Source: an optimization exercise on an open RTL-to-GDS flow (aim: small area and a short achievable clock period). Production flows keep margins and buffers that such runs may drop. In this exercise RTL edits were held to simulation tests only and were not proved equivalent to the original. Power figures rest on the tool's default switching activity, not on a simulated workload.

File: design/flow/config.mk
export PLATFORM = sky130hd
export DESIGN_NAME = aixh_mxc_upper_hchain
export DESIGN_NICKNAME = aixh_mxc_upper_hchain
export VERILOG_FILES = /design/flow/design.v
export SDC_FILE = /design/flow/constraint.sdc
export NUM_CORES = 4
export LEC_CHECK = 0
export CAP_MARGIN = 20
export CORE_MARGIN = 2
export CORE_UTILIZATION = 55
export CTS_CLUSTER_DIAMETER = 100
export CTS_CLUSTER_SIZE = 25
export SETUP_SLACK_MARGIN = 2.9
export SLEW_MARGIN = 20
export SYNTH_HIERARCHICAL = 1
export SYNTH_MINIMUM_KEEP_SIZE = 0
File: design/flow/constraint.sdc
create_clock -name core_clock -period 5.5 [get_ports {aixh_core_clk2x}]
set_input_delay 1.1000 -clock core_clock [delete_from_list [all_inputs] [get_ports {aixh_core_clk2x}]]
set_output_delay 1.1000 -clock core_clock [all_outputs]
set_load 0.01 [all_outputs]
File: design/flow/design.v
package aixh_mxc_upper_hchain_pkg;
    localparam int HCHAIN_TID_MAX_W = 8;
    typedef logic [HCHAIN_TID_MAX_W-1:0] hchain_tid_t;
    localparam logic [255:0] HCHAIN_DEFAULT_REPEATER_MASK = '0;
    function automatic int hchain_fifo_aw(input int depth);
        hchain_fifo_aw = (depth > 1) ? $clog2(depth) : 1;
    endfunction
    function automatic hchain_tid_t hchain_next_tid(input hchain_tid_t tid, input int ntile);
        hchain_next_tid = (int'(tid) >= ntile - 1) ? '0 : tid + hchain_tid_t'(1);
    endfunction
endpackage
module aixh_mxc_upper_bwd_fifo
#(
    parameter int DEPTH  = 4,
    parameter int DWIDTH = 64
) (
    input  logic              clk,
    input  logic              rst_n,
    input  logic              push,
    input  logic [DWIDTH-1:0] wdat,
    input  logic              load,
    input  logic              gnt,
    input  logic              gnt_load,
    input  logic              gnt_hold,
    output logic [DEPTH*DWIDTH-1:0] ent,
    output logic [DEPTH-1:0]  rsel,
    output logic              ne_pop,
    output logic              ne_hold,
    output logic              ovf
);
    logic [DWIDTH-1:0] mem [DEPTH];
    function automatic logic [1:0] jc(input int k);
        case (k)
            0:       jc = 2'b00;
            1:       jc = 2'b01;
            2:       jc = 2'b11;
            default: jc = 2'b10;
        endcase
    endfunction
    logic [1:0]        wptr;
    logic [1:0]        rptr;
    logic [DEPTH-1:0]  occ;
    logic [DEPTH-1:0]  occ_nxt;
    logic              full;
    logic              pop;
    logic              do_push;
    logic              room;
    logic [1:0]        rptr_load;
    logic [DEPTH-1:0]  rsel_nxt;
    assign full    = occ[DEPTH-1];
    assign pop     = load & gnt;
    assign room    = load ? (~full | gnt) : ~full;
    assign do_push = push & room;
    assign ovf     = push & ~room;
    for (genvar k = 0; k < DEPTH; k++) begin : g_out
        assign ent[k*DWIDTH +: DWIDTH] = mem[k];
    end
    assign rptr_load = gnt ? {rptr[0], ~rptr[1]} : rptr;
    always_comb begin
        for (int k = 0; k < DEPTH; k++)
            rsel_nxt[k] = load ? (gnt_load & (rptr_load == jc(k)))
                               : (gnt_hold & (rptr == jc(k)));
    end
    always_ff @(posedge clk) begin
        rsel <= rsel_nxt;
    end
    always_comb begin
        case ({do_push, pop})
            2'b10:   occ_nxt = {occ[DEPTH-2:0], 1'b1};
            2'b01:   occ_nxt = {1'b0, occ[DEPTH-1:1]};
            default: occ_nxt = occ;
        endcase
    end
    assign ne_pop  = push | occ[1];
    assign ne_hold = push | occ[0];
    always_ff @(posedge clk or negedge rst_n) begin
        if (!rst_n) begin
            wptr <= '0;
            rptr <= '0;
            occ  <= '0;
        end else begin
            if (do_push) wptr <= {wptr[0], ~wptr[1]};
            if (pop)     rptr <= {rptr[0], ~rptr[1]};
            occ <= occ_nxt;
        end
    end
    localparam int NSLICE = 4;
    localparam int SW     = DWIDTH / NSLICE;
    logic [NSLICE-1:0] room_s;
    for (genvar s = 0; s < NSLICE; s++) begin : g_room
        aixh_mxc_upper_room u_room (
            .full (full),
            .load (load),
            .gnt  (gnt),
            .y    (room_s[s])
        );
    end
    for (genvar k = 0; k < DEPTH; k++) begin : g_ent
        logic wsel;
        assign wsel = (wptr == jc(k));
        for (genvar s = 0; s < NSLICE; s++) begin : g_slice
            logic we;
            aixh_mxc_upper_and2 u_we (
                .a (wsel),
                .b (room_s[s]),
                .y (we)
            );
            always_ff @(posedge clk) begin
                if (we) mem[k][s*SW +: SW] <= wdat[s*SW +: SW];
            end
        end
    end
endmodule
module aixh_mxc_upper_room (
    input  logic full,
    input  logic load,
    input  logic gnt,
    output logic y
);
    assign y = ~full | (load & gnt);
endmodule
module aixh_mxc_upper_and2 (
    input  logic a,
    input  logic b,
    output logic y
);
    assign y = a & b;
endmodule
module aixh_mxc_upper_hchain
#(
    parameter int               NTILE         = 8,
    parameter int               CWIDTH        = 32,
    parameter int               DWIDTH        = 64,
    parameter int               FIFO_DEPTH    = 4,
    parameter logic [NTILE-1:0] REPEATER_MASK = 8'b10101010
) (
    input  logic                      aixh_core_clk2x,
    input  logic                      aixh_core_rstn,
    input  logic                      i_fwd_vld,
    input  logic [CWIDTH-1:0]         i_fwd_cmd,
    output logic [NTILE-1:0]          o_tile_cmd_vld,
    output logic [NTILE*CWIDTH-1:0]   o_tile_cmd,
    input  logic [NTILE-1:0]          i_tile_bwd_vld,
    input  logic [NTILE*DWIDTH-1:0]   i_tile_bwd_dat,
    output logic                      o_bwd_vld,
    output logic [DWIDTH-1:0]         o_bwd_dat,
    output logic [$clog2(NTILE)-1:0]  o_bwd_tid,
    input  logic                      i_bwd_rdy,
    output logic [NTILE-1:0]          o_ovf,
    input  logic                      i_ovf_clr
);
    localparam int TIDW = $clog2(NTILE);
    logic              tile_vld [NTILE];
    logic [CWIDTH-1:0] tile_cmd [NTILE];
    for (genvar x = 0; x < NTILE; x++) begin : g_fwd
        logic              prev_vld;
        logic [CWIDTH-1:0] prev_cmd;
        if (x == 0) begin : g_src
            assign prev_vld = i_fwd_vld;
            assign prev_cmd = i_fwd_cmd;
        end else begin : g_chain
            assign prev_vld = tile_vld[x-1];
            assign prev_cmd = tile_cmd[x-1];
        end
        if (REPEATER_MASK[x]) begin : g_hop
            logic              hop_vld;
            logic [CWIDTH-1:0] hop_cmd;
            always_ff @(posedge aixh_core_clk2x or negedge aixh_core_rstn) begin
                if (!aixh_core_rstn) hop_vld <= 1'b0;
                else                 hop_vld <= prev_vld;
            end
            always_ff @(posedge aixh_core_clk2x) begin
                hop_cmd <= prev_cmd;
            end
            assign tile_vld[x] = hop_vld;
            assign tile_cmd[x] = hop_cmd;
        end else begin : g_thru
            assign tile_vld[x] = prev_vld;
            assign tile_cmd[x] = prev_cmd;
        end
        assign o_tile_cmd_vld[x]                = tile_vld[x];
        assign o_tile_cmd[x*CWIDTH +: CWIDTH]   = tile_cmd[x];
    end
    logic [FIFO_DEPTH*DWIDTH-1:0] fifo_ent [NTILE];
    logic [FIFO_DEPTH-1:0]        fifo_rsel [NTILE];
    logic [NTILE-1:0]  fifo_ne_pop;
    logic [NTILE-1:0]  fifo_ne_hold;
    logic [NTILE-1:0]  fifo_ovf;
    logic [NTILE-1:0]  grant;        
    logic              grant_vld;
    logic              load_en;
    logic [NTILE-1:0] ne_if_load;
    logic [NTILE-1:0] ne_if_hold;
    logic [NTILE-1:0] ptr_if_load;
    logic [NTILE-1:0] grant_if_load;
    logic [NTILE-1:0] grant_if_hold;
    for (genvar x = 0; x < NTILE; x++) begin : g_bwd
        aixh_mxc_upper_bwd_fifo #(
            .DEPTH  (FIFO_DEPTH),
            .DWIDTH (DWIDTH)
        ) u_fifo (
            .clk    (aixh_core_clk2x),
            .rst_n  (aixh_core_rstn),
            .push   (i_tile_bwd_vld[x]),
            .wdat   (i_tile_bwd_dat[x*DWIDTH +: DWIDTH]),
            .load    (load_fifo[x]),
            .gnt     (grant[x]),
            .gnt_load(grant_if_load[x]),
            .gnt_hold(grant_if_hold[x]),
            .ent    (fifo_ent[x]),
            .rsel   (fifo_rsel[x]),
            .ne_pop (fifo_ne_pop[x]),
            .ne_hold(fifo_ne_hold[x]),
            .ovf    (fifo_ovf[x])
        );
    end
    logic              out_vld;
    logic [DWIDTH-1:0] out_dat;
    logic [TIDW-1:0]   out_tid;
    logic [NTILE-1:0]  ptr;          
    logic [NTILE-1:0]  ptr_nxt;
    logic [NTILE-1:0]  grant_nxt;
    logic [NTILE-1:0]  ovf_q;
    logic [DWIDTH-1:0] sel_dat;
    logic [TIDW-1:0]   sel_tid;
    logic [NTILE-1:0] load_fifo;    
    logic load_sel;
    logic load_hold;
    aixh_mxc_upper_ornb u_load_en   (.a (out_vld), .b (i_bwd_rdy), .y (load_en));
    for (genvar x = 0; x < NTILE; x++) begin : g_load_fifo
        aixh_mxc_upper_ornb u_load_fifo (.a (out_vld), .b (i_bwd_rdy), .y (load_fifo[x]));
    end
    aixh_mxc_upper_ornb u_load_sel  (.a (out_vld), .b (i_bwd_rdy), .y (load_sel));
    aixh_mxc_upper_ornb u_load_hold (.a (out_vld), .b (i_bwd_rdy), .y (load_hold));
    assign grant_vld = |grant;
    assign ptr_nxt   = (load_en & grant_vld) ? {grant[NTILE-2:0], grant[NTILE-1]} : ptr;
    function automatic logic [NTILE-1:0] rr_pick(input logic [NTILE-1:0] ne,
                                                 input logic [NTILE-1:0] p);
        for (int t = 0; t < NTILE; t++) begin
            logic hit;
            hit = 1'b0;
            for (int q = 0; q < NTILE; q++) begin
                logic clear;
                clear = 1'b1;
                for (int j = 0; j < NTILE; j++) begin
                    if (((j - q + NTILE) % NTILE) < ((t - q + NTILE) % NTILE))
                        clear = clear & ~ne[j];
                end
                hit = hit | (p[q] & clear);
            end
            rr_pick[t] = ne[t] & hit;
        end
    endfunction
    assign ne_if_load    = (fifo_ne_pop & grant) | (fifo_ne_hold & ~grant);
    assign ne_if_hold    = fifo_ne_hold;
    assign ptr_if_load   = grant_vld ? {grant[NTILE-2:0], grant[NTILE-1]} : ptr;
    assign grant_if_load = rr_pick(ne_if_load, ptr_if_load);
    assign grant_if_hold = rr_pick(ne_if_hold, ptr);
    assign grant_nxt     = load_en ? grant_if_load : grant_if_hold;
    localparam int NPAIR = NTILE * FIFO_DEPTH;
    localparam int NGRP  = (NPAIR + 2) / 3;
    logic [NPAIR-1:0] pair_sel;
    for (genvar x = 0; x < NTILE; x++) begin : g_psel
        assign pair_sel[x*FIFO_DEPTH +: FIFO_DEPTH] = fifo_rsel[x];
    end
    for (genvar b = 0; b < DWIDTH; b++) begin : g_bit
        logic [NPAIR-1:0] ps;
        logic [NPAIR-1:0] pd;
        logic [NGRP-1:0]  grp_n;
        for (genvar x = 0; x < NTILE; x++) begin : g_pd
            for (genvar k = 0; k < FIFO_DEPTH; k++) begin : g_pk
                assign pd[x*FIFO_DEPTH + k] = fifo_ent[x][k*DWIDTH + b];
            end
        end
        assign ps = pair_sel;
        for (genvar g = 0; g < NGRP; g++) begin : g_grp
            if (3*g + 2 < NPAIR) begin : g_three
                aixh_mxc_upper_aoi222 u_aoi (
                    .s (ps[3*g +: 3]),
                    .d (pd[3*g +: 3]),
                    .y (grp_n[g])
                );
            end else if (3*g + 1 < NPAIR) begin : g_two
                aixh_mxc_upper_aoi22 u_aoi (
                    .s (ps[3*g +: 2]),
                    .d (pd[3*g +: 2]),
                    .y (grp_n[g])
                );
            end else begin : g_one
                assign grp_n[g] = ~(ps[3*g] & pd[3*g]);
            end
        end
        aixh_mxc_upper_slot_bit #(.N(NGRP)) u_slot (
            .load  (load_sel),
            .q     (out_dat[b]),
            .grp_n (grp_n),
            .y     (sel_dat[b])
        );
    end
    localparam int NT1  = NTILE / 2;
    localparam int NTG  = (NT1 + 3) / 3;
    for (genvar j = 0; j < TIDW; j++) begin : g_tid
        logic [NT1:0]   ts;
        logic [NT1:0]   td;
        logic [NTG-1:0] tgrp_n;
        for (genvar i = 0; i < NT1; i++) begin : g_t
            localparam int T = ((i >> j) << (j + 1)) | (1 << j) | (i & ((1 << j) - 1));
            assign ts[i] = grant[T] & load_sel;
            assign td[i] = 1'b1;
        end
        assign ts[NT1] = ~load_hold;
        assign td[NT1] = out_tid[j];
        for (genvar g = 0; g < NTG; g++) begin : g_grp
            if (3*g + 2 <= NT1) begin : g_three
                aixh_mxc_upper_aoi222 u_aoi (
                    .s (ts[3*g +: 3]),
                    .d (td[3*g +: 3]),
                    .y (tgrp_n[g])
                );
            end else if (3*g + 1 <= NT1) begin : g_two
                aixh_mxc_upper_aoi22 u_aoi (
                    .s (ts[3*g +: 2]),
                    .d (td[3*g +: 2]),
                    .y (tgrp_n[g])
                );
            end else begin : g_one
                assign tgrp_n[g] = ~(ts[3*g] & td[3*g]);
            end
        end
        assign sel_tid[j] = ~&tgrp_n;
    end
    always_ff @(posedge aixh_core_clk2x or negedge aixh_core_rstn) begin
        if (!aixh_core_rstn) begin
            out_vld <= 1'b0;
            ptr     <= NTILE'(1);
            grant   <= '0;
        end else begin
            if (load_en) out_vld <= grant_vld;
            ptr   <= ptr_nxt;
            grant <= grant_nxt;
        end
    end
    always_ff @(posedge aixh_core_clk2x) begin
        out_dat <= sel_dat;
        out_tid <= sel_tid;
    end
    always_ff @(posedge aixh_core_clk2x or negedge aixh_core_rstn) begin
        if (!aixh_core_rstn) ovf_q <= '0;
        else                 ovf_q <= (ovf_q & ~{NTILE{i_ovf_clr}}) | fifo_ovf;
    end
    assign o_bwd_vld = out_vld;
    assign o_bwd_dat = out_dat;
    assign o_bwd_tid = out_tid;
    assign o_ovf     = ovf_q;
endmodule
module aixh_mxc_upper_slot_bit #(
    parameter int N = 11
) (
    input  logic         load,
    input  logic         q,
    input  logic [N-1:0] grp_n,
    output logic         y
);
    assign y = load ? ~&grp_n : q;
endmodule
module aixh_mxc_upper_mux2 (
    input  logic s,
    input  logic d0,
    input  logic d1,
    output logic y
);
    assign y = s ? d1 : d0;
endmodule
module aixh_mxc_upper_ornb (
    input  logic a,
    input  logic b,
    output logic y
);
    assign y = ~a | b;
endmodule
module aixh_mxc_upper_aoi22 (
    input  logic [1:0] s,
    input  logic [1:0] d,
    output logic       y
);
    assign y = ~|(s & d);
endmodule
module aixh_mxc_upper_aoi222 (
    input  logic [2:0] s,
    input  logic [2:0] d,
    output logic       y
);
    assign y = ~|(s & d);
endmodule
File: design/flow/flow/run.sh
#!/bin/bash
# Standard ORFS layout, except that the port buffers buffer_ports inserts are
# plain sky130_fd_sc_hd__buf_2 cells instead of the resizer's default pick
# (a slow clkdlybuf4s50 delay cell). Every port still gets its own buffer;
# timing repair may upsize it later as usual.
set -euo pipefail
export BUFFER_PORTS_ARGS="-buffer_cell sky130_fd_sc_hd__buf_2"
bash standard.sh finish > flow.log 2>&1
File: design/flow/standard.sh
#!/bin/bash
# synth_recipe.tcl (not shown) runs the flow's synth.tcl, then flattens the netlist and writes it again
# the make line also repeats each setting of config.mk as NAME=value (left out here)
make -C /OpenROAD-flow-scripts/flow DESIGN_CONFIG=/design/flow/config.mk WORK_HOME=/design/flow/orfs CLKGATE_MAP_FILE= SYNTH_SCRIPT=/design/flow/synth_recipe.tcl "${@:-finish}"
==> results of run 1 <==
worst reg2reg max path: stages, from the launching register on:
cell	delay, ns
dfxtp_4	0.53
buf_4	0.38
a222oi_1	0.94
nand4_1	0.38
o31a_1	0.38
per-stage QoR:
stage	utilization	power, µW	setup slack, ns	hold slack (ns)	area (µm²)
3_5_place_dp	0.596	44600	1.92	0.351	90300
6_report	0.621	54100	2.77	0.353	94100
5_1_grt	0.620	55600	2.86	0.363	93900
4_1_cts	0.618	53600	2.89	0.353	93600
3_3_place_gp	0.596	44400	1.97	0.346	90300
2_1_floorplan	-	36300	2.76	0.376	84000
placed cells by master, fill, tap and decap left out, types with 69 or more instances in the layout:
cell,n
diode_2,79
clkbuf_16,106
edfxtp_1,2048
clkbuf_1,85
dfxtp_1,180
buf_2,895
a222oi_1,643
nand4_1,192
and2_1,131
dfrtp_1,84
or2_2,69
modules after synthesis (local to each module, per instance), a selection:
module | flops+latches | area (µm²)
aixh_mxc_upper_hchain | 224 | 6930
aixh_mxc_upper_aoi22 | 0 | 12.5
aixh_mxc_upper_aoi222 | 0 | 10.0
aixh_mxc_upper_room | 0 | 10.0
aixh_mxc_upper_and2 | 0 | 6.26
aixh_mxc_upper_ornb | 0 | 6.26
final cells by class:
type | instances | area (µm²)
repair buffers | 960 | 5070
flip-flops and latches | 2368 | 68500
fillers | 11100 | 57500
clock inverters | 6 | 86.3
well taps | 2030 | 2540
multi-input cells | 1718 | 14500
diodes | 79 | 198
clock buffers | 191 | 2970
inverters | 48 | 180
synth_stat cells (9+ instances only):
cell	n
nand3_1	28
dfrtp_1	92
a21oi_1	26
mux2_1	9
o31a_1	64
a222oi_1	643
nor2b_1	13
a22oi_2	67
o22ai_1	9
clkbuf_1	12
a21o_1	11
or2_2	82
and2_1	144
ha_1	16
nor2_1	40
a21bo_1	33
a31oi_1	15
dfxtp_1	227
nor3b_1	18
o21ai_0	39
inv_1	48
o21ai_1	10
edfxtp_1	2048
nand2b_1	34
mux2i_1	32
buf_4	137
nand2_1	71
nand4_1	192
power by group:
part | switching (µW) | total, µW | leakage, µW | internal (µW)
sequential | 3760 | 30100 | 0.0220 | 26300
combinational | 10500 | 14900 | 0.00820 | 4420
clock | 5410 | 9120 | 0.00145 | 3710
total | 19600 | 54100 | 0.0317 | 34400
registers in the layout, indices dropped and copies added (netlist names):
signal,cells
g_bwd.u_fifo.rsel,32
ptr,8
g_bwd.u_fifo.wptr,16
ovf_q,8
out_tid,3
g_bwd.u_fifo.occ,32
g_fwd.g_hop.hop_cmd,128
out_dat,64
g_fwd.g_hop.hop_vld,4
grant,8
g_bwd.u_fifo.rptr,16
g_bwd.u_fifo.mem,2048
out_vld,1
routing by layer:
metal	vias to the layer above	GRT usage	wire [µm]
li1	20500	-	-
met1	26000	0.473	101000
met2	3574	0.586	140000
met3	571	0.0695	31100
met4	42	0.147	13400
met5	-	0	255
what timing repair did:
| item | 4_1_cts | 5_1_grt |
|---|---|---|
| setup endpoints to repair | 1009 | 123 |
| pin swaps | 9 | 8 |
| cloned | 0 | 0 |
| resized for setup | 45 | 20 |
| setup buffers | 12 | 19 |
final timing paths:
check,start,to,slack (ns),cells after the start
setup / recovery,g_bwd[1].u_fifo.rsel[1]$_DFF_P_,out_dat[58]$_DFF_P_,2.77,4
hold / removal,g_fwd[5].g_hop.hop_cmd[28]$_DFF_P_,g_fwd[7].g_hop.hop_cmd[28]$_DFF_P_,0.35,0
setup reg to reg,g_bwd[1].u_fifo.rsel[1]$_DFF_P_,out_dat[58]$_DFF_P_,2.77,4
hold reg to reg,g_fwd[5].g_hop.hop_cmd[28]$_DFF_P_,g_fwd[7].g_hop.hop_cmd[28]$_DFF_P_,0.35,0
max in group asynchronous,aixh_core_rstn,out_vld$_DFFE_PN0P_,3.89,2
min in group asynchronous,aixh_core_rstn,g_fwd[3].g_hop.hop_vld$_DFF_PN0_,0.41,1
cell families (layout without fill, tap and decap cells):
kind of cell               after synthesis  after routing  share of synthesized area
other                                    1             91                  0.0000448
muxes                                   55             55                    0.00728
DFF                                   2368           2368                      0.817
and+or+nand+nor                        655            655                     0.0459
adders and majority gates               16             16                    0.00239
xor gates and xnor gates                16             16                    0.00167
buffers and inverters                  200           1205                     0.0152
AOI/OAI and AO/OA                      964            964                      0.111
==> notes.md, run 1 <==
final setup vio count=0; VDD IR-drop max=between 0.3 and 0.4 mV; final hold vios=0; Syn Inst Count=4,275; Hold WC Path Type=flip-flop to flip-flop; 1st-iter DRT viols=around 9,500; final setup skew=~0.029 ns; largest net degree at the start of global routing=between 60 and 70; max-slew violations=0; max_slew headroom=0.201; routed via count=approximately 50,000; post-synthesis sequential area ratio=0.817; warnings from Yosys=15; Final Non-Filler Cells=approximately 7,400; asr flop ratio synth=0.0393; Buf+Inv Stages, Crit Path=1; WL final=between 200 and 300 mm; # DRC=0; wire per inst=between 30 and 40 µm; TNS Setup=0 ns; Slew @ Worst Pin=about 1.2 ns; Pre-antenna DRT Iters=10; GPL Wtd Cong=about 0.97; top post-synthesis cells by area=edfxtp_1 (73%), a222oi_1 (7.7%), dfxtp_1 (5.4%); Syn Area/Cell=19.6 µm²; TritonCTS buffer count=104; crit-path cells=buf_4, a222oi_1, nand4_1, o31a_1; H-tree lvl count=3; Sinks on Clock Net=around 2,400; Reg clk slew, reported paths=roughly 0.1 ns; outcome=complete, no violations; placed insts=about 7,100; Critical Path AT=roughly 3.4 ns; GRT Residual Overflow=0; die height=slightly below 400 µm; RSZ-0062 raised after global routing=yes; # hold bufs at CTS=0; flops & latches, synth=approximately 2,400; area share of the largest cell type after synthesis=0.735; highest clock rate=366 MHz; clock latency on the worst-skew pair=around 0.8 ns; CP max FO=33; initial antenna violation count=between 100 and 150; number of enable flip-flop cells after synthesis=just over 2,000; first-pass GRT wire length=381 mm; I/O pins=897; CP max-delay cell=a222oi_1; crit path kind=flip-flop to flip-flop; Cell variety after synth=63; Tmin final=2.73 ns; area of the die=between 150,000 and 200,000 µm²; mapped cell area=approximately 84,000 µm²; pwr dens=575 nW/µm²; delay-heaviest family, CP=compound AO/OA/AOI/OAI gates; maxcap violations=0; Worst setup SP type=flip-flop; vias in the first global route=46,400; Core ar.=152,000 µm²; share of cells above drive strength 1=0.263; CP peak stage delay=~0.91 ns; Synth area leader=edfxtp_1; die width=about 400 µm; initial core utilization=0.552; detailed placement HPWL=between 200 and 250 mm; final net count=just under 6,000; drt via density=just under 7; count of port buffers added during placement=896; gr usage total=0.358; FP Rows=143; CTS tree=yes; LEAKAGE=between 0.03 and 0.04 µW; Setup crit end kind=flip-flop; Root Driver=clkbuf_16; area delta synth->final=12.4%; Longest Clk Path Bufs=3; Req. time, crit path=6.16 ns; post-route ant nets=0; Synth Flop Type=edfxtp_1; Tcrit/Tclk final=0.496
==> run 2, diff against run 1 <==
--- a/design/flow/config.mk
+++ b/design/flow/config.mk
@@ -10,7 +10,7 @@
 export CORE_UTILIZATION = 55
 export CTS_CLUSTER_DIAMETER = 100
 export CTS_CLUSTER_SIZE = 25
-export SETUP_SLACK_MARGIN = 2.9
+export SETUP_SLACK_MARGIN = 3.0
 export SLEW_MARGIN = 20
 export SYNTH_HIERARCHICAL = 1
 export SYNTH_MINIMUM_KEEP_SIZE = 0
==> run 2 against run 1 <==
  * Still clean on timing, DRC and antenna
  * Setup slack better by 0.17 ns
  * Sequential power hardly changed
  * Critical path depth is 2 lower
  * Utilization is 0.13 points higher
  * Final area is 0.22% higher
  * Fmax is 6.6% higher
  * Cell count is 0.19% lower
  * Sequential share of layout area is 0.11 points lower
  * Clock power hardly changed
  * Wire length is 5.2% higher
  * Clock-buffer cell count stayed put
  * Synthesized area stayed put
  * Critical endpoint is now o_bwd_vld
  * Highest routed layer unchanged
==> notes.md, run 2 <==
top flop regs=g_bwd.u_fifo.mem: 2048 flops, g_fwd.g_hop.hop_cmd: 128 flops, out_dat: 64 flops; Hold WC Path Type=flip-flop to flip-flop; Reg clk slew, reported paths=0.10 ns (about the same); Core ar.=152,000 µm² (unchanged); area share of the largest cell type after synthesis=0.735 (unchanged); Comb power frac=0.276 (about the same); mapped cell area=83,700 µm² (unchanged); first-pass GRT wire length=395 mm (+3.8%); Root Driver=clkbuf_16; RSZ-0062 raised after global routing=yes; CP max FO=4 (-88%); # DRC=0 (unchanged); max_slew headroom=0.230 (+0.0290); flops & latches, synth=2,368 (unchanged); Post-Route Utilization=0.622 (+0.00134); I/O pins=897 (unchanged); Setup crit end kind=primary output; Synth Flop Type=edfxtp_1; crit path kind=flip-flop to primary output; initial antenna violation count=110 (+2.8%); Req. time, crit path=4.40 ns (-1.76 ns); switching pwr=19,800 µW (+0.78%); number of enable flip-flop cells after synthesis=2,048 (unchanged); post-route ant nets=0 (unchanged); TNS Setup=0 ns (unchanged); CTS tree=yes; final hold vios=0 (unchanged); top post-synthesis cells by area=edfxtp_1 (73%), a222oi_1 (7.7%), dfxtp_1 (5.4%); most frequent cell after synthesis=edfxtp_1; Int Power=34,500 µW (+0.24%); Tmin final=2.56 ns (-0.169 ns); routed via count=51,300 (+1.4%); area delta synth->final=12.6%; # hold bufs at CTS=0 (unchanged); pre-CTS setup slack=1.90 ns (-0.0241 ns); Flop pwr share=0.556 (about the same); Critical Path AT=1.46 ns (-1.93 ns); Slew @ Worst Pin=1.15 ns (-0.0393 ns); worst flop-to-flop path startpoint=g_bwd[1].u_fifo.wptr[0]$_DFFE_PN0P_; most frequent cells in the layout=edfxtp_1 (2,048), buf_2 (883), a222oi_1 (643); warnings from Yosys=15 (unchanged); max-slew violations=0 (unchanged); FP Rows=143 (unchanged); asr flop ratio synth=0.0393 (unchanged); GRT Residual Overflow=0 (unchanged); final setup vio count=0 (unchanged); Syn Area/Cell=19.6 µm² (unchanged); die width=394 µm (unchanged); number of flip-flops in the largest register=2,048 (unchanged); Synth area leader=edfxtp_1; Switching Fraction=0.364 (+0.00125); Worst R2R Setup Slack=2.94 ns (+0.17 ns); final setup skew=0.0309 ns (+0.00234 ns); Tcrit/Tclk final=0.466 (-0.0308); gr usage total=0.375 (+0.0170); LEAKAGE=0.0317 µW (+0.16%); count of port buffers added during placement=896 (unchanged); Final WS setup=2.94 ns (+0.169 ns); Worst Setup SP=out_vld$_DFFE_PN0P_; hold_ws=0.365 ns (+0.0115 ns); H-tree lvl count=3 (unchanged); Syn Inst Count=4,275 (unchanged); Longest Clk Path Bufs=3 (unchanged); area of the die=155,000 µm² (unchanged); R2R cell count=3 (-1); outcome=complete, no violations; commonest non-fill, non-tap cell in the layout=edfxtp_1; Sinks on Clock Net=2,368 (unchanged); initial core utilization=0.552 (unchanged); vias in the first global route=47,200 (+1.8%); highest clock rate=390 MHz (+6.6%); maxcap violations=0 (unchanged); TritonCTS buffer count=104 (unchanged); Pre-antenna DRT Iters=9 (-1); Cell variety after synth=63 (unchanged); Worst Hold Launch=g_fwd[1].g_hop.hop_cmd[22]$_DFF_P_; clock latency on the worst-skew pair=0.77 ns (about the same); post-synthesis sequential area ratio=0.817 (unchanged); share of cells above drive strength 1=0.278 (+0.0147); largest net degree at the start of global routing=74 (+10%); VDD IR-drop max=0.304 mV (-13%); drt via density=6.95 (+1.6%); pwr dens=576 nW/µm² (+0.22%); die height=394 µm (unchanged); wire per inst=40.8 µm (+5.4%); Clk pwr share=0.168 (about the same); 1st-iter DRT viols=9,858 (+4.1%); final net count=5,772 (-0.017%); GPL Wtd Cong=0.978 (+1.3%); WL final=301 mm (+5.2%); Worst setup SP type=flip-flop; detailed placement HPWL=213 mm (+5.6%); largest register by flop count=g_bwd.u_fifo.mem; Synth top cells by count=edfxtp_1 (2,048), a222oi_1 (643), dfxtp_1 (227), nand4_1 (192), and2_1 (144); Hold Path Depth=0 (unchanged)
[run 2: changes by cell type in the layout (fill, tap and decap cells not counted), moves of 4 or more]
cell,delta
diode_2,-12
nor2_2,-7
nand2b_1,-5
nand2b_2,+4
and2_1,-39
and2_2,+39
buf_6,+12
dfxtp_1,-28
dfxtp_2,+26
buf_2,-12
nor2_1,+5
[run 2: cell type report]
cell class / count / area [µm²]
clock buffer: 191 / 2970
multi-input combinational: 1719 / 14700
clock inverter: 5 / 40.0
antenna: 67 / 168
timing repair buffer: 958 / 5140
tap: 2030 / 2540
sequential: 2368 / 68600
fill: 11000 / 57300
inverter: 48 / 180
[run 2: worst paths after layout]
check | to
max | o_bwd_vld
min | g_fwd[3].g_hop.hop_cmd[22]$_DFF_P_
max reg2reg | g_bwd[1].u_fifo.mem[1][17]$_DFFE_PP_
min reg2reg | g_fwd[3].g_hop.hop_cmd[22]$_DFF_P_
max in group asynchronous | ovf_q[6]$_DFF_PN0_
min in group asynchronous | g_fwd[3].g_hop.hop_vld$_DFF_PN0_
[run 2: repair_timing]
item                                    in CTS  in global routing
pin swaps                                    5                 15
endpoints found under the setup margin    2206                442
endpoints found under the hold margin        0                  0
buffers inserted                            14                 16
gates resized for setup                    120                 54
cloned                                       0                  1
[run 2: logic make-up (layout without fill, tap and decap cells)]
logic type	Yosys count	after routing	share of synthesized area
mux	55	55	0.00728
other cells	1	79	0.0000448
flops	2368	2368	0.817
compound gates	964	964	0.111
simple gates	655	656	0.0459
buf+inv	200	1202	0.0152
fa+ha+maj	16	16	0.00239
xor+xnor	16	16	0.00167
[run 2: per-module statistics from Yosys, one instance, submodules excluded, excerpt]
module,flops+latches,cells
aixh_mxc_upper_aoi222,0,1
aixh_mxc_upper_and2,0,1
aixh_mxc_upper_hchain,224,562
aixh_mxc_upper_room,0,1
aixh_mxc_upper_aoi22,0,1
aixh_mxc_upper_ornb,0,1
[run 2: critical path: stages, from the launching register on]
cell     delay (ns)
dfrtp_2        0.43
buf_6          0.14
buf_6          0.13
[run 2: layer usage]
metal | vias to the layer above | track usage | routed length, µm
met3 | 532 | 0.0713 | 34400
li1 | 20500 | - | -
met2 | 3895 | 0.597 | 143000
met1 | 26400 | 0.510 | 110000
met5 | - | 0 | 100
met4 | 16 | 0.158 | 14200
[run 2: metrics by stage]
stage / instance area, µm² / total power, µW / std cells
2_1_floorplan: 84000 / 36400 / 4286
3_3_place_gp: 90300 / 44300 / 7092
3_5_place_dp: 90300 / 44700 / 7092
4_1_cts: 93700 / 53700 / 7302
5_1_grt: 94200 / 55800 / 7348
6_report: 94300 / 54300 / 7386
[run 2: power by group through the flow]
stage               sequential (µW)  combinational, µW  clock [µW]
floorplan                     28800               7610           0
global placement              30400              13900           0
detailed placement            30600              14100           0
CTS                           30200              14300        9150
global route                  30600              15500        9760
finish                        30200              15000        9100
==> run 3, diff against run 2 <==
--- a/design/flow/design.v
+++ b/design/flow/design.v
@@ -233,7 +233,7 @@
     aixh_mxc_upper_ornb u_load_sel  (.a (out_vld), .b (i_bwd_rdy), .y (load_sel));
     aixh_mxc_upper_ornb u_load_hold (.a (out_vld), .b (i_bwd_rdy), .y (load_hold));
     assign grant_vld = |grant;
-    assign ptr_nxt   = (load_en & grant_vld) ? {grant[NTILE-2:0], grant[NTILE-1]} : ptr;
+    assign ptr_nxt   = load_en ? ptr_if_load : ptr;
     function automatic logic [NTILE-1:0] rr_pick(input logic [NTILE-1:0] ne,
                                                  input logic [NTILE-1:0] p);
         for (int t = 0; t < NTILE; t++) begin
@@ -253,7 +253,10 @@
     endfunction
     assign ne_if_load    = (fifo_ne_pop & grant) | (fifo_ne_hold & ~grant);
     assign ne_if_hold    = fifo_ne_hold;
-    assign ptr_if_load   = grant_vld ? {grant[NTILE-2:0], grant[NTILE-1]} : ptr;
+    logic any_nxt;
+    logic [NTILE-1:0] ptr_if_load_nxt;
+    assign any_nxt         = load_en ? |ne_if_load : |ne_if_hold;
+    assign ptr_if_load_nxt = any_nxt ? {grant_nxt[NTILE-2:0], grant_nxt[NTILE-1]} : ptr_nxt;
     assign grant_if_load = rr_pick(ne_if_load, ptr_if_load);
     assign grant_if_hold = rr_pick(ne_if_hold, ptr);
     assign grant_nxt     = load_en ? grant_if_load : grant_if_hold;
@@ -333,10 +336,12 @@
         if (!aixh_core_rstn) begin
             out_vld <= 1'b0;
             ptr     <= NTILE'(1);
+            ptr_if_load <= NTILE'(1);
             grant   <= '0;
         end else begin
             if (load_en) out_vld <= grant_vld;
             ptr   <= ptr_nxt;
+            ptr_if_load <= ptr_if_load_nxt;
             grant <= grant_nxt;
         end
     end
@@ -348,11 +353,31 @@
         if (!aixh_core_rstn) ovf_q <= '0;
         else                 ovf_q <= (ovf_q & ~{NTILE{i_ovf_clr}}) | fifo_ovf;
     end
-    assign o_bwd_vld = out_vld;
+    logic out_vld_port;
+    aixh_mxc_upper_vld_ff u_out_vld_port (
+        .clk   (aixh_core_clk2x),
+        .rst_n (aixh_core_rstn),
+        .en    (load_en),
+        .d     (grant_vld),
+        .q     (out_vld_port)
+    );
+    assign o_bwd_vld = out_vld_port;
     assign o_bwd_dat = out_dat;
     assign o_bwd_tid = out_tid;
     assign o_ovf     = ovf_q;
 endmodule
+module aixh_mxc_upper_vld_ff (
+    input  logic clk,
+    input  logic rst_n,
+    input  logic en,
+    input  logic d,
+    output logic q
+);
+    always_ff @(posedge clk or negedge rst_n) begin
+        if (!rst_n)  q <= 1'b0;
+        else if (en) q <= d;
+    end
+endmodule
 module aixh_mxc_upper_slot_bit #(
     parameter int N = 11
 ) (
--- a/design/flow/config.mk
+++ b/design/flow/config.mk
@@ -10,7 +10,7 @@
 export CORE_UTILIZATION = 55
 export CTS_CLUSTER_DIAMETER = 100
 export CTS_CLUSTER_SIZE = 25
-export SETUP_SLACK_MARGIN = 3.0
+export SETUP_SLACK_MARGIN = 2.9
 export SLEW_MARGIN = 20
 export SYNTH_HIERARCHICAL = 1
 export SYNTH_MINIMUM_KEEP_SIZE = 0
==> run 3 against run 2 <==
  * Still clean
  * Worst hold slack about the same
  * Register-to-register slack worse by 0.36 ns
  * Critical path depth up 2
  * Fmax down 12%
  * Power down 24%
  * Utilization down 0.34 points
  * Clock power up 0.7%
  * Cell count about the same
  * Wire length down 4.8%
  * Setup slack worse by 0.36 ns
  * Critical path type is now input pin to flip-flop
  * Largest cell class unchanged
  * Highest routed layer unchanged
==> notes.md, run 3 <==
Cell variety after synth=68 (+7.9%); Comb power frac=0.133 (-0.143); area of the die=156,000 µm² (+0.19%); switching pwr=11,600 µW (-42%); Tmin final=2.92 ns (+0.361 ns); Syn Area/Cell=19.7 µm² (+0.45%); Synth area leader=edfxtp_1; Clk pwr share=0.221 (+0.053); Slew @ Worst Pin=1.26 ns (+0.104 ns); crit-path cells=buf_2, nand2b_1, a21bo_1, and2_1; WL final=287 mm (-4.8%); Post-Route Utilization=0.619 (-0.00345); Buf+Inv Stages, Crit Path=1 (-1); Worst setup SP type=input pin; final hold vios=0 (unchanged); Pre-antenna DRT Iters=9 (unchanged); TNS Setup=0 ns (unchanged); Longest Clk Path Bufs=3 (unchanged); outcome=complete, no violations; Int Power=29,900 µW (-13%); Flop pwr share=0.646 (+0.090); mapped cell area=83,900 µm² (+0.19%); number of enable flip-flop cells after synthesis=2,048 (unchanged); Critical Path AT=3.32 ns (+1.86 ns); largest net degree at the start of global routing=69 (-6.8%); most frequent cells in the layout=edfxtp_1 (2,048), buf_2 (895), a222oi_1 (643); area delta synth->final=11.9%; final setup vio count=0 (unchanged); FP Rows=143 (unchanged); GRT Residual Overflow=0 (unchanged); LEAKAGE=0.0321 µW (+1.1%); max_slew headroom=0.162 (-0.0685); routed via count=50,600 (-1.4%); initial antenna violation count=134 (+22%); final setup skew=0.0349 ns (+0.00400 ns); initial core utilization=0.553 (about the same); pwr dens=442 nW/µm² (-23%); commonest non-fill, non-tap cell in the layout=edfxtp_1; Final Cell Area=93,900 µm² (-0.44%); Core ar.=152,000 µm² (+0.12%); Hold WC Path Type=flip-flop to flip-flop; RSZ-0062 raised after global routing=yes; post-synthesis sequential area ratio=0.818 (+0.00112); most frequent cell after synthesis=edfxtp_1; top post-synthesis cells by area=edfxtp_1 (73%), a222oi_1 (7.7%), dfxtp_1 (5.4%); number of flip-flops in the largest register=2,048 (unchanged); H-tree lvl count=3 (unchanged); CP max-delay cell=nand2b_1; asr flop ratio synth=0.0429 (+0.00364); Tcrit/Tclk final=0.531 (+0.0656); Setup crit end kind=flip-flop; CTS tree=yes; Syn Inst Count=4,264 (-0.26%); post-route ant nets=0 (unchanged); CP peak stage delay=0.96 ns (+0.53 ns); clock latency on the worst-skew pair=0.77 ns (about the same); I/O pins=897 (unchanged); detailed placement HPWL=204 mm (-4.3%); wire per inst=38.8 µm (-4.8%); Sinks on Clock Net=2,377 (+0.38%); # hold bufs at CTS=0 (unchanged); flops & latches, synth=2,377 (+0.38%); die height=395 µm (about the same); first-pass GRT wire length=380 mm (-3.8%); final net count=5,732 (-0.69%); Switching Fraction=0.279 (-0.0855); CP max FO=16 (+12); largest register by flop count=g_bwd.u_fifo.mem; top flop regs=g_bwd.u_fifo.mem: 2048 flops, g_fwd.g_hop.hop_cmd: 128 flops, out_dat: 64 flops; highest clock rate=342 MHz (-12%); number of fill cells=11,200 (+1.6%); area post-placement=90,400 µm² (about the same); # DRC=0 (unchanged); Synth top cells by count=edfxtp_1 (2,048), a222oi_1 (643), dfxtp_1 (227), nand4_1 (193), and2_1 (144); die width=395 µm (about the same); warnings from Yosys=16 (+1); Reg clk slew, reported paths=0.09 ns (about the same); Worst R2R Setup Slack=2.58 ns (-0.36 ns); Synth Flop Type=edfxtp_1; drt via density=6.85 (-1.4%); 1st-iter DRT viols=9,677 (-1.8%); TritonCTS buffer count=105 (+0.96%); Req. time, crit path=5.90 ns (+1.50 ns); VDD IR-drop max=0.279 mV (-8.3%); gr usage total=0.358 (-0.0165); maxcap violations=0 (unchanged); Root Driver=clkbuf_16; area share of the largest cell type after synthesis=0.733 (-0.00142); count of port buffers added during placement=896 (unchanged); GPL Wtd Cong=0.949 (-3.0%); delay-heaviest family, CP=simple AND/OR/NAND/NOR gates; crit path kind=input pin to flip-flop; share of cells above drive strength 1=0.251 (-0.0268); max-slew violations=0 (unchanged); vias in the first global route=45,900 (-2.9%)
[run 3: routing by layer]
layer | GRT usage | routed length [µm] | vias up
met5 | 0 | 217 | -
met4 | 0.142 | 11800 | 32
met3 | 0.0658 | 30900 | 520
met2 | 0.580 | 140000 | 3653
met1 | 0.485 | 104000 | 26000
li1 | - | - | 20400
[run 3: worst paths after layout]
kind / end / cells after the start / from
worst max-delay path: g_bwd[5].u_fifo.mem[0][15]$_DFFE_PP_ / 4 / i_bwd_rdy
worst min-delay path: g_fwd[5].g_hop.hop_cmd[6]$_DFF_P_ / 0 / g_fwd[3].g_hop.hop_cmd[6]$_DFF_P_
worst max register to register: g_bwd[5].u_fifo.mem[0][15]$_DFFE_PP_ / 3 / out_vld$_DFFE_PN0P_
worst min register to register: g_fwd[5].g_hop.hop_cmd[6]$_DFF_P_ / 0 / g_fwd[3].g_hop.hop_cmd[6]$_DFF_P_
max in group asynchronous: grant[6]$_DFF_PN0_ / 2 / aixh_core_rstn
min in group asynchronous: g_fwd[5].g_hop.hop_vld$_DFF_PN0_ / 1 / aixh_core_rstn
[run 3: worst reg2reg max path, delay by kind of cell, from the launching register on]
family | cells | cell delay (ns)
AND/OR/NAND/NOR | 2 | 1.68
flip-flops | 1 | 0.58
AO/OA/AOI/OAI | 1 | 0.28
[run 3: stage by stage]
step / instances / total power [µW] / hold WS, ns / setup slack [ns]
5_1_grt: 7318 / 42700 / 0.372 / 2.58
4_1_cts: 7279 / 41400 / 0.367 / 2.65
3_5_place_dp: 7080 / 32600 / 0.348 / 1.85
2_1_floorplan: 4275 / 29300 / 0.376 / 2.73
6_report: 7392 / 41500 / 0.365 / 2.58
3_3_place_gp: 7080 / 32400 / 0.347 / 1.88
[run 3: cell type report]
type                       instances  area [µm²]  share of cell area
tap                             2030        2540              0.0271
antenna                          113         283             0.00301
clock inverter                     7         101             0.00108
clock buffer                     190        2970              0.0316
sequential                      2377       68700               0.732
multi-input combinational       1705       14300               0.152
inverter                          45         169             0.00180
timing repair buffer             925        4740              0.0505
[run 3: cell families after synthesis]
family | count (synthesis) | share of synthesized area
xor gates and xnor gates | 16 | 0.00167
muxes | 57 | 0.00771
other | 1 | 0.0000447
and+or+nand+nor | 641 | 0.0451
buffers and inverters | 193 | 0.0147
AOI/OAI and AO/OA | 963 | 0.111
adders and majority gates | 16 | 0.00239
DFF | 2377 | 0.818
[run 3: power groups by stage]
stage                     sequential, µW  combinational (µW)  clock, µW
final                              26800                5530       9160
after global routing               27100                5750       9820
after CTS                          26700                5450       9230
after detailed placement           27100                5440          0
after global placement             27000                5350          0
after floorplan                    26500                2800          0
[run 3: repair_timing]
action                      CTS  global route
resized for setup            18             9
pin swaps                     3             0
setup buffers                 2             0
setup endpoints to repair  1258          1373
[run 3: Yosys stat by module (local to each module, per instance), a selection]
| module | area, µm² | times used |
|---|---|---|
| aixh_mxc_upper_vld_ff | 40.0 | 1 |
| aixh_mxc_upper_ornb | 6.26 | 11 |
| aixh_mxc_upper_aoi22 | 12.5 | 67 |
| aixh_mxc_upper_aoi222 | 10.0 | 643 |
| aixh_mxc_upper_and2 | 6.26 | 128 |
| aixh_mxc_upper_hchain | 7050 | 1 |
| aixh_mxc_upper_room | 10.0 | 32 |
==> run 4, diff against run 3 <==
--- a/design/flow/config.mk
+++ b/design/flow/config.mk
@@ -10,7 +10,7 @@
 export CORE_UTILIZATION = 55
 export CTS_CLUSTER_DIAMETER = 100
 export CTS_CLUSTER_SIZE = 25
-export SETUP_SLACK_MARGIN = 2.9
+export SETUP_SLACK_MARGIN = 3.0
 export SLEW_MARGIN = 20
 export SYNTH_HIERARCHICAL = 1
 export SYNTH_MINIMUM_KEEP_SIZE = 0
==> run 4 against run 3 <==
  * Non-clock buffer count is 7 higher
  * Register-to-register slack better by 0.37 ns
  * Power is 0.61% higher
  * Still clean
  * Critical path depth stayed put
  * Cell count is 0.51% lower
  * Fmax is 14% higher
  * Wire length is 2.7% higher
  * Utilization is 0.23 points higher
==> notes.md, run 4 <==
outcome=complete, no violations; Syn Area/Cell=19.7 µm² (unchanged); highest clock rate=391 MHz (+14%); VDD IR-drop max=0.302 mV (+8.1%); post-route ant nets=0 (unchanged); first-pass GRT wire length=390 mm (+2.7%); initial core utilization=0.553 (unchanged); area of the die=156,000 µm² (unchanged); count of port buffers added during placement=896 (unchanged); placed insts=7,082 (+0.028%); Synth top cells by count=edfxtp_1 (2,048), a222oi_1 (643), dfxtp_1 (227), nand4_1 (193), and2_1 (144); Synth Flop Type=edfxtp_1; number of enable flip-flop cells after synthesis=2,048 (unchanged); Cell variety after synth=68 (unchanged); Root Driver=clkbuf_16; I/O pins=897 (unchanged); top post-synthesis cells by area=edfxtp_1 (73%), a222oi_1 (7.7%), dfxtp_1 (5.4%); crit path capture=out_dat[38]$_DFF_P_; vias in the first global route=46,400 (+1.1%); number of flip-flops in the largest register=2,048 (unchanged); warnings from Yosys=16 (unchanged); Hold WC Path Type=input pin to asynchronous set/reset pin; commonest non-fill, non-tap cell in the layout=edfxtp_1; Final Non-Filler Cells=7,354 (-0.51%); most frequent cells in the layout=edfxtp_1 (2,048), buf_2 (873), a222oi_1 (643); Sinks on Clock Net=2,377 (unchanged); top flop regs=g_bwd.u_fifo.mem: 2048 flops, g_fwd.g_hop.hop_cmd: 128 flops, out_dat: 64 flops; TNS Setup=0 ns (unchanged); LEAKAGE=0.0322 µW (+0.54%); number of fill cells=11,200 (-0.37%); Synth area leader=edfxtp_1; TritonCTS buffer count=105 (unchanged); area delta synth->final=12.3%; flops & latches, synth=2,377 (unchanged); Req. time, crit path=6.14 ns (+0.24 ns); crit path kind=flip-flop to flip-flop; FP Rows=143 (unchanged); final net count=5,740 (+0.14%); Critical Path AT=3.19 ns (-0.13 ns); post-synthesis sequential area ratio=0.818 (unchanged); gr usage total=0.368 (+0.0103); clock latency on the worst-skew pair=0.77 ns (about the same); final setup skew=0.0320 ns (-0.00297 ns); H-tree lvl count=3 (unchanged); Tcrit/Tclk final=0.465 (-0.0667); largest net degree at the start of global routing=66 (-4.3%); area share of the largest cell type after synthesis=0.733 (unchanged); Tmin final=2.55 ns (-0.367 ns); Worst Setup SP=g_bwd[0].u_fifo.rsel[1]$_DFF_P_; pwr dens=443 nW/µm² (+0.24%); # hold bufs at CTS=0 (unchanged); Worst R2R Setup Slack=2.95 ns (+0.37 ns); largest register by flop count=g_bwd.u_fifo.mem; Pre-antenna DRT Iters=10 (+1); initial antenna violation count=153 (+14%); final hold vios=0 (unchanged); mapped cell area=83,900 µm² (unchanged); Slew @ Worst Pin=1.14 ns (-0.113 ns); Post-Route Utilization=0.621 (+0.00230); worst flop-to-flop path startpoint=g_bwd[0].u_fifo.rsel[1]$_DFF_P_; die width=395 µm (unchanged); asr flop ratio synth=0.0429 (unchanged); max-slew violations=0 (unchanged); # DRC=0 (unchanged); drt via density=6.94 (+1.4%); GPL Wtd Cong=1.05 (+10%); WL final=295 mm (+2.7%); final setup vio count=0 (unchanged); routed via count=51,000 (+0.84%); Syn Inst Count=4,264 (unchanged); most frequent cell after synthesis=edfxtp_1; 1st-iter DRT viols=9,982 (+3.2%); maxcap violations=0 (unchanged); detailed placement HPWL=208 mm (+1.7%); Longest Clk Path Bufs=3 (unchanged); GRT Residual Overflow=0 (unchanged); die height=395 µm (unchanged); max_slew headroom=0.237 (+0.0752); R2R cell count=4 (+1); Reg clk slew, reported paths=0.10 ns (about the same); CP max FO=33 (+17); Worst setup SP type=flip-flop; wire per inst=40.1 µm (+3.2%); worst reg2reg endpoint=out_dat[38]$_DFF_P_; RSZ-0062 raised after global routing=yes; CTS tree=yes; Setup crit end kind=flip-flop; share of cells above drive strength 1=0.266 (+0.0144); Core ar.=152,000 µm² (unchanged)
[run 4: worst min path at each step]
stage | start | end | slack, ns
2_1_floorplan | g_fwd[1].g_hop.hop_vld$_DFF_PN0_ | g_fwd[3].g_hop.hop_vld$_DFF_PN0_ | 0.38
3_3_place_gp | g_fwd[1].g_hop.hop_cmd[13]$_DFF_P_ | g_fwd[3].g_hop.hop_cmd[13]$_DFF_P_ | 0.34
3_5_place_dp | g_fwd[5].g_hop.hop_cmd[13]$_DFF_P_ | g_fwd[7].g_hop.hop_cmd[13]$_DFF_P_ | 0.35
4_1_cts | aixh_core_rstn | g_fwd[1].g_hop.hop_vld$_DFF_PN0_ | 0.22
5_1_grt | aixh_core_rstn | g_fwd[3].g_hop.hop_vld$_DFF_PN0_ | 0.25
6_report | aixh_core_rstn | g_fwd[3].g_hop.hop_vld$_DFF_PN0_ | 0.25
[run 4: what timing repair did]
item | 4_1_cts | 5_1_grt
endpoints found under the setup margin | 1261 | 1681
pin swaps | 8 | 3
setup buffers | 2 | 5
gates resized for setup | 105 | 38
cloned | 1 | 0
[run 4: kinds of logic (layout without fill, tap and decap cells)]
group,after synthesis,in the layout,share of synthesized area
flops,2377,2377,0.818
compound gates,963,963,0.111
simple gates,641,642,0.0451
buf+inv,193,1176,0.0147
mux,57,57,0.00771
fa+ha+maj,16,16,0.00239
xor+xnor,16,16,0.00167
other cells,1,77,0.0000447
[run 4: routing by layer]
layer	share of wire	track usage	up-vias
li1	-	-	20400
met1	0.36	0.504	26300
met2	0.48	0.592	3785
met3	0.11	0.0669	539
met4	0.041	0.145	55
met5	0.0011	0.00400	-
[run 4: cell type report]
type / instances / area, µm² / share of cell area
tap: 2030 / 2540 / 0.0270
clock buffer: 192 / 3020 / 0.0320
multi-input combinational: 1706 / 14400 / 0.153
inverter: 45 / 169 / 0.00179
timing repair buffer: 932 / 4960 / 0.0527
clock inverter: 7 / 123 / 0.00130
sequential: 2377 / 68800 / 0.730
antenna: 65 / 163 / 0.00173
[run 4: Yosys stat by module, one instance, submodules excluded, excerpt]
| module | times used | cell area (µm²) |
|---|---|---|
| aixh_mxc_upper_vld_ff | 1 | 40.0 |
| aixh_mxc_upper_hchain | 1 | 7050 |
| aixh_mxc_upper_and2 | 128 | 6.26 |
| aixh_mxc_upper_room | 32 | 10.0 |
| aixh_mxc_upper_aoi222 | 643 | 10.0 |
| aixh_mxc_upper_ornb | 11 | 6.26 |
| aixh_mxc_upper_aoi22 | 67 | 12.5 |
[run 4: worst max-delay path: stages, from the launching register on]
cell,delay [ns]
dfxtp_4,0.50
buf_4,0.34
a222oi_1,0.66
nand4_1,0.48
o31a_1,0.41
[run 4: through the flow]
| step | cell area, µm² | setup slack (ns) | total power [µW] | hold slack [ns] |
|---|---|---|---|---|
| global route | 94100 | 2.99 | 42900 | 0.245 |
| floorplan | 84100 | 2.73 | 29300 | 0.376 |
| finish | 94200 | 2.95 | 41700 | 0.247 |
| CTS | 93900 | 2.91 | 41600 | 0.220 |
| detailed placement | 90400 | 1.90 | 32600 | 0.347 |
| global placement | 90400 | 1.94 | 32500 | 0.343 |
[run 4: power breakdown]
part,internal (µW),total [µW],switching (µW)
Clock,3820,9280,5460
Combinational,974,5700,4730
Sequential,25200,26700,1490
==> run 5, diff against run 4 <==
--- a/design/flow/design.v
+++ b/design/flow/design.v
@@ -224,13 +224,16 @@
     logic [DWIDTH-1:0] sel_dat;
     logic [TIDW-1:0]   sel_tid;
     logic [NTILE-1:0] load_fifo;    
-    logic load_sel;
+    localparam int NLSEL = 4;         
+    logic [NLSEL-1:0] load_sel;
     logic load_hold;
     aixh_mxc_upper_ornb u_load_en   (.a (out_vld), .b (i_bwd_rdy), .y (load_en));
     for (genvar x = 0; x < NTILE; x++) begin : g_load_fifo
         aixh_mxc_upper_ornb u_load_fifo (.a (out_vld), .b (i_bwd_rdy), .y (load_fifo[x]));
     end
-    aixh_mxc_upper_ornb u_load_sel  (.a (out_vld), .b (i_bwd_rdy), .y (load_sel));
+    for (genvar c = 0; c < NLSEL; c++) begin : g_load_sel
+        aixh_mxc_upper_ornb u_load_sel (.a (out_vld), .b (i_bwd_rdy), .y (load_sel[c]));
+    end
     aixh_mxc_upper_ornb u_load_hold (.a (out_vld), .b (i_bwd_rdy), .y (load_hold));
     assign grant_vld = |grant;
     assign ptr_nxt   = load_en ? ptr_if_load : ptr;
@@ -294,7 +297,7 @@
             end
         end
         aixh_mxc_upper_slot_bit #(.N(NGRP)) u_slot (
-            .load  (load_sel),
+            .load  (load_sel[b / (DWIDTH / NLSEL)]),
             .q     (out_dat[b]),
             .grp_n (grp_n),
             .y     (sel_dat[b])
@@ -308,7 +311,7 @@
         logic [NTG-1:0] tgrp_n;
         for (genvar i = 0; i < NT1; i++) begin : g_t
             localparam int T = ((i >> j) << (j + 1)) | (1 << j) | (i & ((1 << j) - 1));
-            assign ts[i] = grant[T] & load_sel;
+            assign ts[i] = grant[T] & load_sel[0];
             assign td[i] = 1'b1;
         end
         assign ts[NT1] = ~load_hold;
==> design/flow/flow/run.sh (replaced) <==
#!/bin/bash
# Standard ORFS layout with two changes:
# - the port buffers buffer_ports inserts are plain sky130_fd_sc_hd__buf_2
#   cells instead of the resizer's default pick (a slow clkdlybuf4s50 delay
#   cell); every port still gets its own buffer;
# - flow/pre_resize.tcl, run at the start of the post-placement resize step,
#   upsizes the drivers of the FIFO write enables and the reload-enable copies.
# Each tool's output goes to the logs ORFS writes, and make's to flow.log.
set -euo pipefail
export BUFFER_PORTS_ARGS="-buffer_cell sky130_fd_sc_hd__buf_2"
export PRE_RESIZE_TCL="$PWD/flow/pre_resize.tcl"
bash standard.sh finish > flow.log 2>&1
==> design/flow/flow/pre_resize.tcl (new file) <==
# Sourced by ORFS at the start of its post-placement resize step
# (PRE_RESIZE_TCL). The gates that drive the FIFO write enables (16 enable
# pins each) and the copies of the slot reload enable (a dozen loads each)
# come out of synthesis at their smallest size; they are made the 4x
# version of the same cell here, as is the flip-flop out_vld that feeds the
# reload-enable copies. Detailed placement legalizes them later, as
# it does every cell the resizer changes.
set upsized 0
foreach pattern {*u_we.y load_fifo* load_sel* load_hold load_en out_vld} {
  foreach net [get_nets -quiet $pattern] {
    foreach pin [get_pins -quiet -of_objects $net -filter "direction==output"] {
      set inst [get_cells -of_objects $pin]
      set ref [get_property $inst ref_name]
      if {[regexp {^(sky130_fd_sc_hd__[a-z0-9]+)_[0-9]+$} $ref -> base]} {
        set big ${base}_4
        if {$big ne $ref && [get_lib_cells -quiet */$big] ne ""} {
          replace_cell $inst $big
          incr upsized
        }
      }
    }
  }
}
puts "pre_resize: upsized $upsized enable drivers"
==> run 5 against run 4 <==
  * Largest power group unchanged
  * Global-route usage hardly changed
  * Sequential power hardly changed
  * Non-clock buffer count is 10 higher
  * Synthesized cell count hardly changed
  * Critical endpoint is now out_dat[31]$_DFF_P_
  * Fmax is 0.94% lower
  * Largest cell class unchanged
==> notes.md, run 5 <==
clock latency on the worst-skew pair=0.76 ns (about the same); I/O pins=897 (unchanged); CP peak stage delay=0.75 ns (+0.09 ns); Slew @ Worst Pin=1.25 ns (+0.106 ns); crit-path cells=buf_8, a222oi_1, nand4_1, o31a_1; asr flop ratio synth=0.0429 (unchanged); area share of the largest cell type after synthesis=0.733 (about the same); outcome=complete, no violations; vias in the first global route=46,600 (+0.41%); Worst setup SP type=flip-flop; top flop regs=g_bwd.u_fifo.mem: 2048 flops, g_fwd.g_hop.hop_cmd: 128 flops, out_dat: 64 flops; die height=395 µm (about the same); highest clock rate=388 MHz (-0.94%); LEAKAGE=0.0325 µW (+0.69%); Tmin final=2.58 ns (+0.0243 ns); final setup skew=0.0378 ns (+0.00585 ns); share of cells above drive strength 1=0.283 (+0.0174); final net count=5,752 (+0.21%); post-synthesis sequential area ratio=0.818 (about the same); Setup crit end kind=flip-flop; top post-synthesis cells by area=edfxtp_1 (73%), a222oi_1 (7.7%), dfxtp_1 (5.4%); Longest Clk Path Bufs=3 (unchanged); CP max FO=32 (-3.0%); pwr dens=444 nW/µm² (+0.16%); CTS tree=yes; gr usage total=0.368 (about the same); number of flip-flops in the largest register=2,048 (unchanged); Buf+Inv Stages, Crit Path=1 (unchanged); # DRC=0 (unchanged); mapped cell area=83,900 µm² (about the same); # hold bufs at CTS=0 (unchanged); Core ar.=152,000 µm² (unchanged); H-tree lvl count=3 (unchanged); delay-heaviest family, CP=compound AO/OA/AOI/OAI gates; initial core utilization=0.553 (about the same); Cell variety after synth=68 (unchanged); final setup vio count=0 (unchanged); post-route ant nets=0 (unchanged); flops & latches, synth=2,377 (unchanged); most frequent cell after synthesis=edfxtp_1; Worst R2R Setup Slack=2.92 ns (-0.02 ns); GRT Residual Overflow=0 (unchanged); Syn Inst Count=4,267 (+0.070%); commonest non-fill, non-tap cell in the layout=edfxtp_1; Synth Flop Type=edfxtp_1; warnings from Yosys=16 (unchanged); area post-placement=90,800 µm² (+0.44%); drt via density=6.96 (+0.24%); max_slew headroom=0.162 (-0.0744); number of enable flip-flop cells after synthesis=2,048 (unchanged); Synth area leader=edfxtp_1; Hold WC Path Type=flip-flop to flip-flop; number of fill cells=11,200 (+0.21%); detailed placement HPWL=211 mm (+1.5%); routed via count=51,200 (+0.28%); VDD IR-drop max=0.346 mV (+15%); Pre-antenna DRT Iters=10 (unchanged); largest register by flop count=g_bwd.u_fifo.mem; Tcrit/Tclk final=0.469 (+0.00443); final hold vios=0 (unchanged); RSZ-0062 raised after global routing=yes; wire per inst=40.0 µm (-0.23%); Req. time, crit path=6.13 ns (about the same); most frequent cells in the layout=edfxtp_1 (2,048), buf_2 (888), a222oi_1 (643); initial antenna violation count=102 (-33%); area of the die=156,000 µm² (about the same); first-pass GRT wire length=389 mm (-0.18%); max-slew violations=0 (unchanged); Synth top cells by count=edfxtp_1 (2,048), a222oi_1 (643), dfxtp_1 (227), nand4_1 (193), and2_1 (144); CP max-delay cell=a222oi_1; Reg clk slew, reported paths=0.11 ns (about the same); Syn Area/Cell=19.7 µm² (about the same); die width=395 µm (about the same); Root Driver=clkbuf_16; FP Rows=143 (unchanged); WL final=294 mm (-0.19%); GPL Wtd Cong=0.921 (-12%); TritonCTS buffer count=105 (unchanged); TNS Setup=0 ns (unchanged); Critical Path AT=3.21 ns (+0.02 ns); maxcap violations=0 (unchanged); largest net degree at the start of global routing=65 (-1.5%); Sinks on Clock Net=2,377 (unchanged); area delta synth->final=12.7%; Final Cell Area=94,500 µm² (+0.34%); 1st-iter DRT viols=10,800 (+7.7%); crit path kind=flip-flop to flip-flop; count of port buffers added during placement=896 (unchanged)
## run 5: changes by cell type after synthesis
cell,before,now
nand2b_1,31,34
## run 5: worst register-to-register path, delay by kind of cell, from the launching register on
family / cells / cell delay (ns)
AND/OR/NAND/NOR: 1 / 0.50
flip-flops: 1 / 0.49
buffers and inverters: 1 / 0.25
AO/OA/AOI/OAI: 2 / 1.22
## run 5: logic make-up after synthesis
logic type | count (synthesis) | share of synthesized area
xor gates and xnor gates | 16 | 0.00167
and+or+nand+nor | 644 | 0.0453
other | 1 | 0.0000447
DFF | 2377 | 0.818
buffers and inverters | 193 | 0.0147
AOI/OAI and AO/OA | 963 | 0.111
adders and majority gates | 16 | 0.00239
muxes | 57 | 0.00771
## run 5: area by class of cell
type | count | area (µm²) | area share
Antenna cell | 56 | 140 | 0.00148
Clock buffer | 197 | 3100 | 0.0328
Clock inverter | 2 | 38.8 | 0.000410
Inverter | 45 | 169 | 0.00179
Multi-Input combinational cell | 1708 | 14700 | 0.156
Sequential cell | 2377 | 68800 | 0.728
Tap cell | 2030 | 2540 | 0.0269
Timing Repair Buffer | 942 | 5020 | 0.0531
## run 5: repair_timing
action	in CTS	in global routing
setup buffers	16	0
pin swaps	8	0
endpoints found under the setup margin	619	33
gates resized for setup	49	12
## run 5: worst paths after layout
kind,from,end,cells after the start
min in group asynchronous,aixh_core_rstn,ovf_q[4]$_DFF_PN0_,1
setup reg to reg,g_bwd[1].u_fifo.rsel[0]$_DFF_P_,out_dat[31]$_DFF_P_,4
hold reg to reg,g_fwd[1].g_hop.hop_cmd[15]$_DFF_P_,g_fwd[3].g_hop.hop_cmd[15]$_DFF_P_,0
max in group asynchronous,aixh_core_rstn,grant[3]$_DFF_PN0_,2
setup / recovery,g_bwd[1].u_fifo.rsel[0]$_DFF_P_,out_dat[31]$_DFF_P_,4
hold / removal,g_fwd[1].g_hop.hop_cmd[15]$_DFF_P_,g_fwd[3].g_hop.hop_cmd[15]$_DFF_P_,0
## run 5: routing by layer
metal | global-route usage | part of all wire
met1 | 0.528 | 0.38
met2 | 0.563 | 0.46
met3 | 0.102 | 0.13
met4 | 0.0964 | 0.028
met5 | 0 | 0.0018
## run 5: metrics by stage
| step | total power, µW | hold slack [ns] | util | cells | setup slack, ns |
|---|---|---|---|---|---|
| floorplan | 29300 | 0.376 | - | 4278 | 2.76 |
| global route | 43200 | 0.357 | 0.622 | 7315 | 2.97 |
| global placement | 32400 | 0.343 | 0.597 | 7085 | 1.77 |
| finish | 41900 | 0.350 | 0.623 | 7357 | 2.92 |
| CTS | 41900 | 0.352 | 0.622 | 7300 | 3.00 |
| detailed placement | 33000 | 0.349 | 0.599 | 7085 | 1.77 |
## run 5: per-module statistics from Yosys (local to each module, per instance), excerpt
module | flip-flops and latches | cell area (µm²) | cells inside | copies in the design
aixh_mxc_upper_room | 0 | 10.0 | 1 | 32
aixh_mxc_upper_ornb | 0 | 6.26 | 1 | 14
aixh_mxc_upper_aoi222 | 0 | 10.0 | 1 | 643
aixh_mxc_upper_hchain | 232 | 7050 | 549 | 1
aixh_mxc_upper_aoi22 | 0 | 12.5 | 1 | 67
aixh_mxc_upper_and2 | 0 | 6.26 | 1 | 128
## run 5: where the power goes
group,switching (µW),internal [µW]
clock,5390,3850
combinational,4830,1290
sequential,1420,25100
total,11600,30300

-- afterwards: timing with drivers on the ports --
The flow's constraints put no driver on any port. The routed layouts listed below were extracted and timed again, unchanged, in two steps. Step 1, drivers: a clkbuf_16 drives aixh_core_clk2x and a buf_2 each remaining input, both assumed. Step 2 times the ports against the registers' clock, not the clock port: input delays grow and output delays shrink by t, the midpoint of the rising clock arrivals with the driver on. a / b / c = ideal / step 1 / step 2; a / b = the first two.
| run | t, ns | slack for setup (ns) | worst setup path after step 2 |
|---|---|---|---|
| run 1 | 0.858 | 2.770 / 2.770 / 1.963 | input to register |
| run 2 | 0.847 | 2.939 / 2.847 / 2.107 | input to register |
| run 3 | 0.847 | 2.578 / 2.579 / 1.741 | input to register |
| run 4 | 0.835 | 2.945 / 2.926 / 2.145 | input to register |
| run 5 | 0.816 | 2.921 / 2.921 / 2.192 | input to register |
After both steps setup and hold are still met in every run listed. For run 3, which loses most, drivers alone change the setup slack by +0.001 ns; drivers and shift together by -0.837 ns.
